This is an optimization exercise on Yosys and OpenROAD, whose aim is small area, a short achievable clock period and few clock cycles per item, not a production implementation. Function was checked by simulation only, so behaviour that the tests miss may differ from the original.

==> garnet <==
==> flow/design.v <==
module dcache #(
  parameter int LINES = 16,
  parameter int WORDS = 4,
  parameter int EK    = 4    
) (
  input  logic        clk,
  input  logic        reset,
  input  logic        read,
  input  logic        write,
  input  logic [31:0] address,
  input  logic [31:0] data_in,
  output logic [31:0] data_out,
  output logic        hit,
  output logic        done,
  output logic        busy,
  output logic        mem_req,
  output logic        mem_we,
  output logic [31:0] mem_addr,
  output logic [31:0] mem_wdata,
  input  logic [31:0] mem_rdata,
  input  logic        mem_ack
);
  localparam int IDX = $clog2(LINES);
  localparam int TW  = 28 - IDX;
  localparam int HW  = WORDS / 2;    
  logic        st_look;     
  logic        st_look2;    
  logic        st_refill;   
  logic        st_wmem;     
  logic        st_wdly;     
  logic        ph;        
  logic [31:2] ma;        
  logic [1:0]  roff;      
  logic        wfirst;    
  logic        pend;      
  logic        wsrc;      
  logic [1:0]  pw;        
  logic [LINES-1:0]       valid;
  logic [EK-1:0]          tlow   [LINES];
  logic [TW-1:EK]         tslot0 [LINES/2];
  logic [TW-1:EK]         tslot1 [LINES/2];
  logic [HW-1:0][31:0]    slot0 [LINES];
  logic [HW-1:0][31:0]    slot1 [LINES];
  logic [IDX-1:0] ridx;
  logic [TW-1:0]  rtag;
  logic           lhit, last, unused_lsb;
  assign ridx = ma[3+IDX:4];
  assign rtag = ma[31:4+IDX];
  logic [LINES-1:0]       lsel;
  logic [LINES/2-1:0][1:0] tsl;   
  logic [HW-1:0][LINES-1:0] rsel;  
  logic                   late;   
  logic [TW-1:0]          tsel;
  logic [31:0]            rword;
  logic [HW-1:0][31:0]    rline;
  logic                   vsel;
  always_comb begin
    tsel = '0;
    rword = '0;
    vsel = 1'b0;
    rline = '0;
    for (int p = 0; p < LINES/2; p++)
      tsel[TW-1:EK] = tsel[TW-1:EK] | ({(TW-EK){tsl[p][0]}} & tslot0[p])
                                    | ({(TW-EK){tsl[p][1]}} & tslot1[p]);
    for (int i = 0; i < LINES; i++) begin
      tsel[EK-1:0] = tsel[EK-1:0] | ({EK{lsel[i]}} & tlow[i]);
      vsel = vsel | (lsel[i] & valid[i]);
      for (int h = 0; h < HW; h++)
        rline[h] = rline[h] | ({32{rsel[h][i]}} & slot0[i][h]);
    end
    for (int h = 0; h < HW; h++)
      rword = rword | rline[h];
  end
  assign lhit = vsel && (tsel == rtag);
  logic [IDX-1:0] aidx;
  logic           emiss;
  assign aidx  = address[3+IDX:4];
  assign emiss = !valid[aidx] || (tlow[aidx] != address[4+IDX+EK-1:4+IDX]);
  assign last = (ma[3:2] == roff);
  assign mem_addr = {ma, 2'b00};
  assign unused_lsb = ^address[1:0];
  logic          dnow;     
  logic [HW-1:0] ldir, lstg, ld;
  logic [HW-1:0][31:0] wbus;
  always_comb begin
    dnow = st_refill && mem_ack && (ma[3] != ph);
    for (int h = 0; h < HW; h++) begin
      ldir[h] = dnow && (ma[2] == h[0]);
      lstg[h] = pend && (pw[1] != ph) && (pw[0] == h[0]);
      ld[h]   = ldir[h] || lstg[h];
      wbus[h] = lstg[h] ? (wsrc ? mem_wdata : data_out) : mem_rdata;
    end
  end
  always_ff @(posedge clk or posedge reset) begin
    if (reset) begin
      st_look   <= 1'b0;
      st_look2  <= 1'b0;
      st_refill <= 1'b0;
      st_wmem   <= 1'b0;
      st_wdly   <= 1'b0;
      ph        <= 1'b0;
      busy      <= 1'b0;
      done      <= 1'b0;
      hit       <= 1'b0;
      mem_req   <= 1'b0;
      pend      <= 1'b0;
      valid     <= '0;
    end else begin
      ph <= !ph;
      if (!busy) begin
        hit       <= 1'b0;
        done      <= 1'b0;
        pend      <= 1'b0;
        busy      <= write | read;
        st_wmem   <= write;
        st_refill <= !write && read && emiss;
        st_look   <= !write && read && !emiss;
        mem_req   <= write | (read && emiss);
      end else begin
        st_look   <= 1'b0;
        st_look2  <= st_look && lhit && late;
        st_wdly   <= st_wmem && mem_ack && wfirst && lhit && (ma[3] != ph);
        st_refill <= (st_look && !lhit) || (st_refill && !(mem_ack && last));
        st_wmem   <= st_wmem && !mem_ack;
        mem_req   <= (st_look && !lhit) || (st_refill && !(mem_ack && last))
                  || (st_wmem && !mem_ack);
        if (st_look || st_wmem) hit <= lhit;
        pend <= (st_refill && mem_ack && (ma[3] == ph)) || (st_wmem && lhit) || st_wdly;
        done <= (st_look && lhit && !late) || st_look2 || (st_refill && mem_ack && last)
             || (st_wmem && mem_ack && !(wfirst && lhit && (ma[3] != ph))) || st_wdly;
        busy <= !((st_look && lhit && !late) || st_look2 || (st_refill && mem_ack && last)
               || (st_wmem && mem_ack && !(wfirst && lhit && (ma[3] != ph))) || st_wdly);
        if (st_refill) valid[ridx] <= 1'b1;
      end
    end
  end
  always_ff @(posedge clk) begin
    wfirst <= !busy;
    wsrc   <= st_wmem || st_wdly;
    if (st_refill || st_wmem) pw <= ma[3:2];
    data_out <= (st_look || st_look2) ? rword : mem_rdata;
    for (int p = 0; p < LINES/2; p++) tsl[p] <= {tsl[p][0], tsl[p][1]};
    if (!busy) begin
        lsel      <= LINES'(1) << address[3+IDX:4];
        tsl       <= LINES'(1) << {address[3+IDX:5], address[4] ^ !ph};
        for (int h = 0; h < HW; h++)
          rsel[h] <= (address[2] == h[0]) ? LINES'(1) << address[3+IDX:4] : '0;
        late      <= address[3] ^ !ph;
        ma        <= {address[31:4], write ? address[3:2] : address[3:2] + 2'd1};
        roff      <= address[3:2];
        mem_we    <= write;
        mem_wdata <= data_in;
    end else if (st_refill) begin
        if (mem_ack) ma[3:2] <= ma[3:2] + 2'd1;
    end
  end
  always_ff @(posedge clk) begin
    for (int i = 0; i < LINES; i++)
      for (int h = 0; h < HW; h++) begin
        slot1[i][h] <= slot0[i][h];
        slot0[i][h] <= (lsel[i] && ld[h]) ? wbus[h] : slot1[i][h];
      end
    if (st_refill) tlow[ridx] <= rtag[EK-1:0];
    for (int p = 0; p < LINES/2; p++) begin
      tslot1[p] <= tslot0[p];
      tslot0[p] <= (st_refill && ridx[IDX-1:1] == (IDX-1)'(p) && ridx[0] != ph)
                   ? rtag[TW-1:EK] : tslot1[p];
    end
  end
endmodule
==> flow/flow/run.sh <==
#!/bin/bash
# The standard layout (standard.sh, unchanged synthesis and steps) with two
# settings passed through the environment:
#  - port buffers made from buf_4 cells instead of the resizer's default pick
#    (a slow clkdlybuf4s50_1 that later repair cannot resize across footprints);
set -o pipefail
export BUFFER_PORTS_ARGS="-buffer_cell sky130_fd_sc_hd__buf_4"
export SETUP_SLACK_MARGIN=5.4
bash standard.sh > standard.log 2>&1
==> flow/standard.sh <==
#!/bin/bash
# synth_recipe.tcl (not shown) runs the flow's synth.tcl, then flattens the netlist and writes it again
# the make line also repeats each setting of config.mk as NAME=value (left out here)
make -C /OpenROAD-flow-scripts/flow DESIGN_CONFIG=/design/flow/config.mk WORK_HOME=/design/flow/orfs CLKGATE_MAP_FILE= SYNTH_SCRIPT=/design/flow/synth_recipe.tcl "${@:-finish}"
==> flow/config.mk <==
export PLATFORM = sky130hd
export DESIGN_NAME = dcache
export DESIGN_NICKNAME = dcache
export VERILOG_FILES = /design/flow/design.v
export SDC_FILE = /design/flow/constraint.sdc
export NUM_CORES = 4
export LEC_CHECK = 0
export CAP_MARGIN = 20
export CORE_MARGIN = 2
export CORE_UTILIZATION = 50
export CTS_CLUSTER_DIAMETER = 100
export CTS_CLUSTER_SIZE = 25
export SLEW_MARGIN = 20
==> flow/constraint.sdc <==
create_clock -name core_clock -period 8.5 [get_ports {clk}]
set_input_delay 1.7000 -clock core_clock [delete_from_list [all_inputs] [get_ports {clk}]]
set_output_delay 1.7000 -clock core_clock [all_outputs]
set_load 0.01 [all_outputs]
==> inputs of fjord, as changes to garnet <==
==> flow/design.v (replaced) <==
module dcache #(
  parameter int LINES = 16,
  parameter int WORDS = 4,
  parameter int EK    = 4    
) (
  input  logic        clk,
  input  logic        reset,
  input  logic        read,
  input  logic        write,
  input  logic [31:0] address,
  input  logic [31:0] data_in,
  output logic [31:0] data_out,
  output logic        hit,
  output logic        done,
  output logic        busy,
  output logic        mem_req,
  output logic        mem_we,
  output logic [31:0] mem_addr,
  output logic [31:0] mem_wdata,
  input  logic [31:0] mem_rdata,
  input  logic        mem_ack
);
  localparam int IDX = $clog2(LINES);
  localparam int TW  = 28 - IDX;
  localparam int HW  = WORDS / 2;    
  typedef enum logic [2:0] {
    IDLE = 3'b000, LOOK = 3'b001, LOOK2 = 3'b101, REFILL = 3'b011, WMEM = 3'b010,
    WDLY = 3'b110
  } state_t;
  state_t      state;
  logic        ph;        
  logic [31:2] ma;        
  logic [1:0]  roff;      
  logic        wfirst;    
  logic        pend;      
  logic [1:0]  pw;        
  logic [LINES-1:0]       valid;
  logic [EK-1:0]          tlow   [LINES];
  logic [TW-1:EK]         tslot0 [LINES/2];
  logic [TW-1:EK]         tslot1 [LINES/2];
  logic [HW-1:0][31:0]    slot0 [LINES];
  logic [HW-1:0][31:0]    slot1 [LINES];
  logic [IDX-1:0] ridx;
  logic [TW-1:0]  rtag;
  logic           lhit, last, unused_lsb;
  assign ridx = ma[3+IDX:4];
  assign rtag = ma[31:4+IDX];
  logic [LINES-1:0]       lsel;
  logic [LINES/2-1:0][1:0] tsl;   
  logic [HW-1:0]          hsel;
  logic                   late;   
  logic [TW-1:0]          tsel;
  logic [31:0]            rword;
  logic [HW-1:0][31:0]    rline;
  logic                   vsel;
  always_comb begin
    tsel = '0;
    rword = '0;
    vsel = 1'b0;
    rline = '0;
    for (int p = 0; p < LINES/2; p++)
      tsel[TW-1:EK] = tsel[TW-1:EK] | ({(TW-EK){tsl[p][0]}} & tslot0[p])
                                    | ({(TW-EK){tsl[p][1]}} & tslot1[p]);
    for (int i = 0; i < LINES; i++) begin
      tsel[EK-1:0] = tsel[EK-1:0] | ({EK{lsel[i]}} & tlow[i]);
      vsel = vsel | (lsel[i] & valid[i]);
      for (int h = 0; h < HW; h++)
        rline[h] = rline[h] | ({32{lsel[i]}} & slot0[i][h]);
    end
    for (int h = 0; h < HW; h++)
      rword = rword | ({32{hsel[h]}} & rline[h]);
  end
  assign lhit = vsel && (tsel == rtag);
  logic [IDX-1:0] aidx;
  logic           emiss;
  assign aidx  = address[3+IDX:4];
  assign emiss = !valid[aidx] || (tlow[aidx] != address[4+IDX+EK-1:4+IDX]);
  assign last = (ma[3:2] == roff);
  assign mem_addr = {ma, 2'b00};
  assign unused_lsb = ^address[1:0];
  logic          dnow;     
  logic [HW-1:0] ldir, lstg, ld;
  logic [HW-1:0][31:0] wbus;
  always_comb begin
    dnow = (state == REFILL) && mem_ack && (ma[3] != ph);
    for (int h = 0; h < HW; h++) begin
      ldir[h] = dnow && (ma[2] == h[0]);
      lstg[h] = pend && (pw[1] != ph) && (pw[0] == h[0]);
      ld[h]   = ldir[h] || lstg[h];
      wbus[h] = lstg[h] ? mem_wdata : mem_rdata;
    end
  end
  always_ff @(posedge clk or posedge reset) begin
    if (reset) begin
      state   <= IDLE;
      ph      <= 1'b0;
      busy    <= 1'b0;
      done    <= 1'b0;
      hit     <= 1'b0;
      mem_req <= 1'b0;
      pend    <= 1'b0;
      valid   <= '0;
    end else begin
      ph   <= !ph;
      done <= 1'b0;
      pend <= 1'b0;
      case (state)
        IDLE: begin
          hit  <= 1'b0;
          busy <= write | read;
          if (write) begin
            state   <= WMEM;
            mem_req <= 1'b1;
          end else if (read) begin
            if (emiss) begin
              state   <= REFILL;
              mem_req <= 1'b1;
            end else begin
              state <= LOOK;
            end
          end
        end
        LOOK: begin
          hit <= lhit;
          if (lhit) begin
            if (late) begin
              state <= LOOK2;
            end else begin
              done  <= 1'b1;
              busy  <= 1'b0;
              state <= IDLE;
            end
          end else begin
            mem_req <= 1'b1;
            state   <= REFILL;
          end
        end
        REFILL: begin
          valid[ridx] <= 1'b1;
          pend <= mem_ack && (ma[3] == ph);
          if (mem_ack && last) begin
            busy    <= 1'b0;
            mem_req <= 1'b0;
            done    <= 1'b1;
            state   <= IDLE;
          end
        end
        WMEM: begin
          hit  <= lhit;
          pend <= lhit;
          if (mem_ack) begin
            mem_req <= 1'b0;
            if (wfirst && lhit && (ma[3] != ph)) begin
              state <= WDLY;
            end else begin
              busy  <= 1'b0;
              done  <= 1'b1;
              state <= IDLE;
            end
          end
        end
        LOOK2: begin
          done  <= 1'b1;
          busy  <= 1'b0;
          state <= IDLE;
        end
        WDLY: begin
          pend  <= 1'b1;
          busy  <= 1'b0;
          done  <= 1'b1;
          state <= IDLE;
        end
        default: state <= IDLE;
      endcase
    end
  end
  always_ff @(posedge clk) begin
    wfirst <= (state == IDLE);
    if (state == REFILL || state == WMEM) pw <= ma[3:2];
    data_out <= (state == LOOK || state == LOOK2) ? rword : mem_rdata;
    for (int p = 0; p < LINES/2; p++) tsl[p] <= {tsl[p][0], tsl[p][1]};
    case (state)
      IDLE: begin
        lsel      <= LINES'(1) << address[3+IDX:4];
        tsl       <= LINES'(1) << {address[3+IDX:5], address[4] ^ !ph};
        hsel      <= HW'(1) << address[2];
        late      <= address[3] ^ !ph;
        ma        <= {address[31:4], write ? address[3:2] : address[3:2] + 2'd1};
        roff      <= address[3:2];
        mem_we    <= write;
        mem_wdata <= data_in;
      end
      REFILL: begin
        mem_wdata <= mem_rdata;
        if (mem_ack) ma[3:2] <= ma[3:2] + 2'd1;
      end
      default: ;
    endcase
  end
  always_ff @(posedge clk) begin
    for (int i = 0; i < LINES; i++)
      for (int h = 0; h < HW; h++) begin
        slot1[i][h] <= slot0[i][h];
        slot0[i][h] <= (lsel[i] && ld[h]) ? wbus[h] : slot1[i][h];
      end
    if (state == REFILL) tlow[ridx] <= rtag[EK-1:0];
    for (int p = 0; p < LINES/2; p++) begin
      tslot1[p] <= tslot0[p];
      tslot0[p] <= (state == REFILL && ridx[IDX-1:1] == (IDX-1)'(p) && ridx[0] != ph)
                   ? rtag[TW-1:EK] : tslot1[p];
    end
  end
endmodule
CTS_CLUSTER_SIZE = 20   (was 25)
==> inputs of xenon, as changes to garnet <==
--- a/flow/design.v
+++ b/flow/design.v
@@ -33,7 +33,6 @@
   logic [1:0]  roff;      
   logic        wfirst;    
   logic        pend;      
-  logic        wsrc;      
   logic [1:0]  pw;        
   logic [LINES-1:0]       valid;
   logic [EK-1:0]          tlow   [LINES];
@@ -88,7 +87,7 @@
       ldir[h] = dnow && (ma[2] == h[0]);
       lstg[h] = pend && (pw[1] != ph) && (pw[0] == h[0]);
       ld[h]   = ldir[h] || lstg[h];
-      wbus[h] = lstg[h] ? (wsrc ? mem_wdata : data_out) : mem_rdata;
+      wbus[h] = lstg[h] ? mem_wdata : mem_rdata;
     end
   end
   always_ff @(posedge clk or posedge reset) begin
@@ -136,7 +135,6 @@
   end
   always_ff @(posedge clk) begin
     wfirst <= !busy;
-    wsrc   <= st_wmem || st_wdly;
     if (st_refill || st_wmem) pw <= ma[3:2];
     data_out <= (st_look || st_look2) ? rword : mem_rdata;
     for (int p = 0; p < LINES/2; p++) tsl[p] <= {tsl[p][0], tsl[p][1]};
@@ -151,6 +149,7 @@
         mem_we    <= write;
         mem_wdata <= data_in;
     end else if (st_refill) begin
+        mem_wdata <= mem_rdata;
         if (mem_ack) ma[3:2] <= ma[3:2] + 2'd1;
     end
   end
==> metrics.md <==
| Metric | Value |
|---|---|
| Status | `timing/DRC/antenna clean` |
| Worst relative slew slack | `0.2165` |
| Yosys reg bits | `between 2000 and 3000` |
| Hold slack final | `roughly 0.34 ns` |
| Layout cell share with drive strength beyond 1 | `0.1238` |
| Clock sink count | `approximately 2600` |
| Met2 Use GR | `0.4813` |
| Via-to-Cell Ratio | `5.877` |
Source of the figures above: garnet

==> metrics.md <==
| Metric | Value |
|---|---|
| Status | `timing/DRC/antenna clean` |
| Layout cell share with drive strength beyond 1 | `0.1319` |
| Clock sink count | `about 2600` |
| Yosys reg bits | `approximately 2600` |
Source of the figures above: xenon

==> metrics.md <==
| Metric | Value |
|---|---|
| Status | `timing/DRC/antenna clean` |
| Met2 Use GR | `0.4511` |
| Clock sink count | `between 2000 and 3000` |
| Hold slack final | `around 0.34 ns` |
| Worst relative slew slack | `0.1917` |
| Tot GR Track Use | `0.2971` |
Source of the figures above: fjord

Testbench counts of garnet, summed over its fixed seeds: cycles 153,843, items 24,000.
Testbench counts of fjord, summed over its fixed seeds: cycles 153,843, items 24,000.
Testbench counts of xenon, summed over its fixed seeds: cycles 153,843, items 24,000.

-- afterwards: timing with drivers on the ports --
The flow's constraints put no driver on any port. The routed layouts listed below were extracted and timed again, unchanged, in two steps. Step 1 (the two cells are an assumption about what drives the block):
set clk [get_ports {clk}]
set_driving_cell -lib_cell sky130_fd_sc_hd__clkbuf_16 $clk
set_driving_cell -lib_cell sky130_fd_sc_hd__buf_2 [delete_from_list [all_inputs] $clk]
Step 2 also shifts input and output timing later by t, the mid clock arrival at the registers, as if the neighbouring blocks saw the same clock. Slacks: no drivers / after step 1 / after step 2; pairs: no drivers / after step 1.
run	t (ns)	setup slack, ns	worst setup path after step 2	worst slew at a driven data input, ns
garnet	0.859	5.268 / 5.176 / 4.494	input to register	0.19
fjord	0.874	5.286 / 5.212 / 4.424	input to register	0.18
xenon	0.854	5.354 / 5.232 / 4.378	input to register	0.26
After both steps setup and hold are still met in every run listed. For xenon, which loses most, drivers alone change the setup slack by -0.122 ns; drivers and shift together by -0.976 ns.
